This design comes from an exercise in tuning for small area and a short achievable clock period on the open sky130 flow, not from production work. Function was checked by simulation only, so behaviour that the tests miss may differ from the original. Power figures rest on the tool's default switching activity, not on a simulated workload.

<file path="config.mk">
export PLATFORM = sky130hd
export DESIGN_NAME = sdfm_regmap
export DESIGN_NICKNAME = sdfm_regmap
export VERILOG_FILES = /design/flow/design.v
export SDC_FILE = /design/flow/constraint.sdc
export NUM_CORES = 4
export LEC_CHECK = 0
export CAP_MARGIN = 30
export CORE_MARGIN = 2
export CORE_UTILIZATION = 40
export SLEW_MARGIN = 40
</file>
<file path="constraint.sdc">
create_clock -name core_clock -period 8.0 [get_ports {SYSCLK}]
set_input_delay 1.6000 -clock core_clock [delete_from_list [all_inputs] [get_ports {SYSCLK}]]
set_output_delay 1.6000 -clock core_clock [all_outputs]
set_load 0.01 [all_outputs]
</file>
<file path="design.v">
`timescale 1ns/100ps
package sdfm_pkg;
  typedef enum logic [3:0] {
    REG_NONE,     
    REG_IFLG,
    REG_IFLGCLR,
    REG_CTL,
    REG_DFPARM0,
    REG_DFPARM1,
    REG_CPARM0,
    REG_CPARM1,
    REG_CMPL0,
    REG_CMPL1,
    REG_CMPH0,
    REG_CMPH1,
    REG_FDATA0,
    REG_FDATA1,
    REG_CDATA0,
    REG_CDATA1
  } reg_id_e;
  typedef logic [15:0] reg_sel_t;  
  typedef logic [32-1:0] data_word_t;      
endpackage
`timescale 1ns/100ps
module sdfm_regmap
(
  input  logic                    SYSCLK,
  input  logic                    SYSRSTn,
  input  logic [16-1:0] addr,
  input  logic                    wr,
  input  logic                    rd,
  input  logic [32-1:0]  wdata,
  output logic [32-1:0]  rdata,    
  input  logic [63:0]             filt_data_out,
  input  logic [1:0]              filt_data_update,
  input  logic [63:0]             comp_data_out,
  input  logic [1:0]              comp_data_update,
  input  logic [1:0]              comp_data_low,
  input  logic [1:0]              comp_data_high,
  output logic                    reg_rsten,
  output logic                    reg_clken,
  output logic [15:0]             reg_filtdec,
  output logic [3:0]              reg_filtmode,
  output logic [7:0]              reg_filtdiv,
  output logic [1:0]              reg_filten,
  output logic [1:0]              reg_filtask,
  output logic [3:0]              reg_filtst,
  output logic [9:0]              reg_filtsh,
  output logic [15:0]             reg_compdec,
  output logic [3:0]              reg_compmode,
  output logic [7:0]              reg_compdiv,
  output logic [1:0]              reg_compen,
  output logic [1:0]              reg_compsen,
  output logic [3:0]              reg_compst,
  output logic [1:0]              reg_compilen,
  output logic [1:0]              reg_compihen,
  output logic [1:0]              reg_complclrflg,
  output logic [1:0]              reg_comphclrflg,
  output logic [63:0]             reg_compltrd,
  output logic [63:0]             reg_comphtrd,
  output logic                    irq
);
  logic       dev_ok;
  logic [5:0] widx;
  logic [16:0] sel;      
  logic [16:0] wsel;     
  logic        rq;       
  assign dev_ok = (addr[15:8] == 8'h07) && (addr[1:0] == 2'b00);
  assign widx   = addr[7:2];
  always_comb
    for (int k = 0; k < 17; k++)
      sel[k] = (widx == k[5:0]);
  assign wsel = (wr && dev_ok) ? sel : '0;
  assign rq   = rd && dev_ok;
  logic [16:0] ws, wh;
  assign ws = SYSRSTn ? wsel  : '0;
  assign wh = SYSRSTn ? ~wsel : '0;
  logic        mien;
  always_ff @(posedge SYSCLK)
  begin
    reg_rsten <= (ws[2] & wdata[0]) | (wh[2] & reg_rsten);
    reg_clken <= (ws[2] & wdata[1]) | (wh[2] & reg_clken);
    mien      <= (ws[2] & wdata[4]) | (wh[2] & mien);
    for (int i = 0; i < 2; i++)
    begin
      reg_filtdec[i*8 +: 8]  <= ({8{ws[3+i]}} & wdata[7:0])   | ({8{wh[3+i]}} & reg_filtdec[i*8 +: 8]);
      reg_filtmode[i*2 +: 2] <= ({2{ws[3+i]}} & wdata[9:8])   | ({2{wh[3+i]}} & reg_filtmode[i*2 +: 2]);
      reg_filtdiv[i*4 +: 4]  <= ({4{ws[3+i]}} & wdata[15:12]) | ({4{wh[3+i]}} & reg_filtdiv[i*4 +: 4]);
      reg_filten[i]          <= (ws[3+i] & wdata[16])         | (wh[3+i] & reg_filten[i]);
      reg_filtask[i]         <= (ws[3+i] & wdata[17])         | (wh[3+i] & reg_filtask[i]);
      reg_filtst[i*2 +: 2]   <= ({2{ws[3+i]}} & wdata[21:20]) | ({2{wh[3+i]}} & reg_filtst[i*2 +: 2]);
      reg_filtsh[i*5 +: 5]   <= ({5{ws[3+i]}} & wdata[28:24]) | ({5{wh[3+i]}} & reg_filtsh[i*5 +: 5]);
      reg_compdec[i*8 +: 8]  <= ({8{ws[5+i]}} & wdata[7:0])   | ({8{wh[5+i]}} & reg_compdec[i*8 +: 8]);
      reg_compmode[i*2 +: 2] <= ({2{ws[5+i]}} & wdata[9:8])   | ({2{wh[5+i]}} & reg_compmode[i*2 +: 2]);
      reg_compdiv[i*4 +: 4]  <= ({4{ws[5+i]}} & wdata[15:12]) | ({4{wh[5+i]}} & reg_compdiv[i*4 +: 4]);
      reg_compen[i]          <= (ws[5+i] & wdata[16])         | (wh[5+i] & reg_compen[i]);
      reg_compsen[i]         <= (ws[5+i] & wdata[17])         | (wh[5+i] & reg_compsen[i]);
      reg_compst[i*2 +: 2]   <= ({2{ws[5+i]}} & wdata[21:20]) | ({2{wh[5+i]}} & reg_compst[i*2 +: 2]);
      reg_compilen[i]        <= (ws[5+i] & wdata[24])         | (wh[5+i] & reg_compilen[i]);
      reg_compihen[i]        <= (ws[5+i] & wdata[25])         | (wh[5+i] & reg_compihen[i]);
      reg_complclrflg[i]     <= (ws[5+i] & wdata[28])         | (wh[5+i] & reg_complclrflg[i]);
      reg_comphclrflg[i]     <= (ws[5+i] & wdata[29])         | (wh[5+i] & reg_comphclrflg[i]);
      reg_compltrd[i*32 +: 32] <= ({32{ws[7+i]}} & wdata) | ({32{wh[7+i]}} & reg_compltrd[i*32 +: 32]);
      reg_comphtrd[i*32 +: 32] <= ({32{ws[9+i]}} & wdata) | ({32{wh[9+i]}} & reg_comphtrd[i*32 +: 32]);
    end
  end
  logic [63:0] fdata, cdata;
  logic [1:0]  fs, fh, cs, ch;
  assign fs = SYSRSTn ? filt_data_update  : 2'b00;
  assign fh = SYSRSTn ? ~filt_data_update : 2'b00;
  assign cs = SYSRSTn ? comp_data_update  : 2'b00;
  assign ch = SYSRSTn ? ~comp_data_update : 2'b00;
  always_ff @(posedge SYSCLK)
    for (int i = 0; i < 2; i++)
    begin
      fdata[i*32 +: 32] <= ({32{fs[i]}} & filt_data_out[i*32 +: 32]) | ({32{fh[i]}} & fdata[i*32 +: 32]);
      cdata[i*32 +: 32] <= ({32{cs[i]}} & comp_data_out[i*32 +: 32]) | ({32{ch[i]}} & cdata[i*32 +: 32]);
    end
  logic [1:0] flg_lf, flg_hf;
  logic       clr_wr;
  assign clr_wr = wsel[1];
  always_ff @(posedge SYSCLK)
  begin
    if (!SYSRSTn)
    begin
      flg_lf <= '0;
      flg_hf <= '0;
      irq    <= 1'b0;
    end
    else
    begin
      for (int i = 0; i < 2; i++)
      begin
        if (comp_data_update[i] && reg_complclrflg[i])
          flg_lf[i] <= comp_data_low[i];
        else if (comp_data_update[i] && comp_data_low[i])
          flg_lf[i] <= 1'b1;
        else if (clr_wr && wdata[8 + i])
          flg_lf[i] <= 1'b0;
        if (comp_data_update[i] && reg_comphclrflg[i])
          flg_hf[i] <= comp_data_high[i];
        else if (comp_data_update[i] && comp_data_high[i])
          flg_hf[i] <= 1'b1;
        else if (clr_wr && wdata[12 + i])
          flg_hf[i] <= 1'b0;
      end
      if (mien && |((reg_compilen & flg_lf) | (reg_compihen & flg_hf)))
        irq <= 1'b1;
      else if (clr_wr && wdata[31])
        irq <= 1'b0;
    end
  end
  logic [31:0] rmux;
  always_comb
  begin
    rmux = '0;
    rmux |= {32{sel[0]}} & {irq, 17'b0, flg_hf, 2'b0, flg_lf, 8'b0};
    rmux |= {32{sel[2]}} & {27'b0, mien, 2'b0, reg_clken, reg_rsten};
    for (int i = 0; i < 2; i++)
    begin
      rmux |= {32{sel[3+i]}} & {3'b0, reg_filtsh[i*5 +: 5], 2'b0, reg_filtst[i*2 +: 2],
                                2'b0, reg_filtask[i], reg_filten[i], reg_filtdiv[i*4 +: 4],
                                2'b0, reg_filtmode[i*2 +: 2], reg_filtdec[i*8 +: 8]};
      rmux |= {32{sel[5+i]}} & {2'b0, reg_comphclrflg[i], reg_complclrflg[i], 2'b0,
                                reg_compihen[i], reg_compilen[i], 2'b0, reg_compst[i*2 +: 2],
                                2'b0, reg_compsen[i], reg_compen[i], reg_compdiv[i*4 +: 4],
                                2'b0, reg_compmode[i*2 +: 2], reg_compdec[i*8 +: 8]};
      rmux |= {32{sel[7+i]}}  & reg_compltrd[i*32 +: 32];
      rmux |= {32{sel[9+i]}}  & reg_comphtrd[i*32 +: 32];
      rmux |= {32{sel[13+i]}} & fdata[i*32 +: 32];
      rmux |= {32{sel[15+i]}} & cdata[i*32 +: 32];
    end
  end
  assign rdata = rq ? rmux : '0;
endmodule
</file>
<file path="run.sh">
#!/bin/bash
# synth_recipe.tcl (not shown) runs the flow's synth.tcl, then flattens the netlist and writes it again
# the make line also repeats each setting of config.mk as NAME=value (left out here)
make -C /OpenROAD-flow-scripts/flow DESIGN_CONFIG=/design/flow/config.mk WORK_HOME=/design/flow/orfs CLKGATE_MAP_FILE= SYNTH_SCRIPT=/design/flow/synth_recipe.tcl finish
</file>
==> key figures <==
Status
  • Status: finished clean

Synthesis
  • Seq cells post-synth: 354
  • Post-synth cell types: 55
  • Seq/Total Area, Yosys: 48.2%
  • Net Count, Synth: 1551
  • Post-synth top area share: 48.2%
  • Asr flop ratio synth: 0%
  • Synth Instances: 1363
  • Syn Area/Cell: 10.8 µm²
  • Post-synth top flop: dfxtp_1
  • EDFF count, synth: 0
  • Total of warnings raised by yosys: 1
  • Top cells by area, synth: dfxtp_1 (48%), a22o_1 (14%), mux2i_1 (12%), nor2b_1 (5.7%), a22oi_1 (3.6%)
  • Syn Std Cell Area: 14700 µm²
  • Top-count cell post-synth: dfxtp_1
  • Commonest cells in the netlist: dfxtp_1 (354), a22o_1 (227), mux2i_1 (171)
  • Post-synth top area cell: dfxtp_1

Clocking
  • Hold buffers post-CTS: 0
  • CTS Buf Count: 40
  • TritonCTS clock tree: yes
  • Clock latency on the worst-skew pair: 530 ps
  • CTS root buf: clkbuf_16
  • H-Tree Depth: 2
  • Clock Path Buffers: 3
  • Post-CTS setup buffer count: 0
  • Clock transition at path regs: 60 ps
  • Sink Count: 354
  • Post-CTS sizing: 0

Placed design
  • Placer congestion estimate: 0.856
  • Placed Instance Area: 19500 µm²
  • Port bufs: 440
  • DP HPWL: 46300 µm

Pwr
  • LEAKAGE: roughly 0.0076 µW
  • Pwr/cell area: 191 nW/µm²
  • Maximum vdd ir drop: roughly 0.15 mV

Final layout
  • Final instance area: 20700 µm²
  • Layout cells sized above 1: 9.58%
  • Register Area: 7090 µm²
  • Area added between synthesis and finish: 41.2%
  • Fillcell total: 3241
  • Nets@finish: 1936
  • Multi-input gate area: 7020 µm²

Timing
  • Fmax: 144 MHz
  • Fin. Hold Viols: 0
  • Setup TNS: 0 ps
  • Tmin final: around 7000 ps
  • Tightest Pin Transition: 910 ps
  • Slew margin rel.: just under 40%
  • Final period util: roughly 87%
  • Final Max Tran Viols: 0
  • Max Clock Skew: 2.11 ps
  • RSZ-0062 raised after global routing: no
  • Setup violators final: 0

Setup path
  • Critical Path Start Type: primary input
  • Crit path capture type: output port
  • Critical Path AT: about 5400 ps
  • R2R Setup Slk: 6820 ps
  • Setup CP Type: primary input to output port
  • CP max FO: 17
  • CP required: between 6000 and 7000 ps

Worst hold path
  • HP Class: flop to flop

Route
  • Drt total wl: 69100 µm
  • Vias post-DR: 13700
  • 1st-iter DRT viols: 1103
  • DRC Markers: 0
  • Post-route ant nets: 0
  • Routed vias/inst: roughly 6.1
  • WL per Instance: 30.7 µm
  • Initial DRT Pass Iterations: 5

Global routing
  • Global route total overflow: 0
  • GRT Total Usage: 35.0%
  • Pin count of the biggest net entering global routing: 82
  • Antenna violations before repair: 5
  • First-pass GRT wire length: 97900 µm
  • Number of global-route vias before repair: 13500

Floorplan
  • Starting Density: about two fifths
  • Chip height: 196 µm
  • Core ar.: 36400 µm²
  • Core Rows: 70
  • Die area: 38300 µm²
  • IO Pins: 441
  • Die width: approximately 200 µm

Job
  • Max Cap Viol: 0
path summary, 6_finish.rpt:
check	endpoint	from	cells past startpoint
setup / recovery	rdata[21]	addr[3]	8
hold / removal	reg_compltrd[28]	reg_compltrd[28]	1
setup reg to reg	irq	reg_compilen[0]	4
hold reg to reg	reg_compltrd[28]	reg_compltrd[28]	1
worst max-delay path: stages:
cell and delay, ps:
clkdlybuf4s50_1 840, or4b_2 860, nor2_2 540, buf_4 330
a22o_1 160, a2111oi_0 50, a31oi_1 330, clkdlybuf4s50_1 640
final cells by class:
type	count	area share, %
diodes	4	0.0482
repair buffers	478	23.0
multi-input cells	873	33.9
inverters	1	0.0181
clock inverters	7	0.314
flip-flops and latches	354	34.2
well taps	468	2.82
clock buffers	62	5.81
registers in the layout, indices dropped and copies added, names as in the netlist, 4 cells and up:
register / count
reg_filtsh: 10
cdata: 64
reg_compltrd: 64
reg_filtdiv: 8
reg_filtmode: 4
reg_compmode: 4
reg_filtdec: 16
reg_filtst: 4
reg_comphtrd: 64
reg_compdiv: 8
reg_compdec: 16
fdata: 64
reg_compst: 4
routing by layer:
| metal | share of wire, % | global-route usage (%) |
|---|---|---|
| met1 | 41 | 45.4 |
| met2 | 46 | 57.2 |
| met3 | 9.7 | 8.49 |
| met4 | 3.9 | 12.3 |
| met5 | 0.019 | 0 |
cell usage in the layout (no fill, tap or decap), drive strengths merged, types with 6 or more instances in the layout:
master           n
nand3            9
nand2           30
o2bb2ai          6
buf             45
clkbuf          62
a211oi           6
mux2i          171
mux2            11
clkdlybuf4s50  433
dfxtp          354
a21oi           24
nor3             6
nor2            57
and4             6
a221oi          21
nor2b          134
a22o           235
o21a             8
a22oi           71
a31oi           22
power breakdown:
group / switching, µW / internal [µW] / leakage [µW]
clock network: 739 / 1060 / 0.000620
registers: 25.9 / 1800 / 0.00288
logic: 176 / 154 / 0.00415
cells by family (layout without fill, tap and decap cells):
family / after synthesis / after routing / synth area share [%]
AOI/OAI and AO/OA: 421 / 421 / 23.7
muxes: 183 / 183 / 12.6
and+or+nand+nor: 269 / 269 / 10.6
other: 0 / 4 / 0
buffers and inverters: 136 / 548 / 4.89
DFF: 354 / 354 / 48.2
through the flow:
| step | std cells | power [µW] | util, % | hold WS, ps | setup slack, ps |
|---|---|---|---|---|---|
| CTS | 2243 | 3960 | 56.9 | 505 | 1040 |
| global placement | 2166 | 2190 | 52.9 | 486 | 1130 |
| finish | 2247 | 3960 | 57.0 | 503 | 1040 |
| detailed placement | 2174 | 2190 | 53.4 | 490 | 1060 |
| floorplan | 1363 | 2020 | - | 477 | 3090 |
| global route | 2247 | 4060 | 57.0 | 529 | 998 |

==> separate check: timing with driven ports <==
The flow's constraints put no driver on any port. The routed layout listed below was extracted and timed again, unchanged, in two steps.
Step 1, drivers: a clkbuf_16 drives SYSCLK and a buf_2 each remaining input, both assumed.
Step 2 adds t to the input delays and takes it off the output delays; t is the mean of the earliest and latest rising clock arrival at the registers after step 1. Input paths then give back, and output paths get back, about the clock's delay inside the block.
Slacks: no drivers / after step 1 / after step 2; pairs: no drivers / after step 1.
t, ns: 0.579
setup slack, ns: 1.038 / 0.950 / 0.950
hold WS [ns]: 0.503 / 0.503 / 0.503
slew at the worst register clock pin (ns): 0.06 / 0.06
worst slew at a driven data input, ns: 0.11
After both steps setup and hold are still met in this run. The setup slack of this run moves by -0.088 ns with the drivers and by -0.088 ns with both steps.
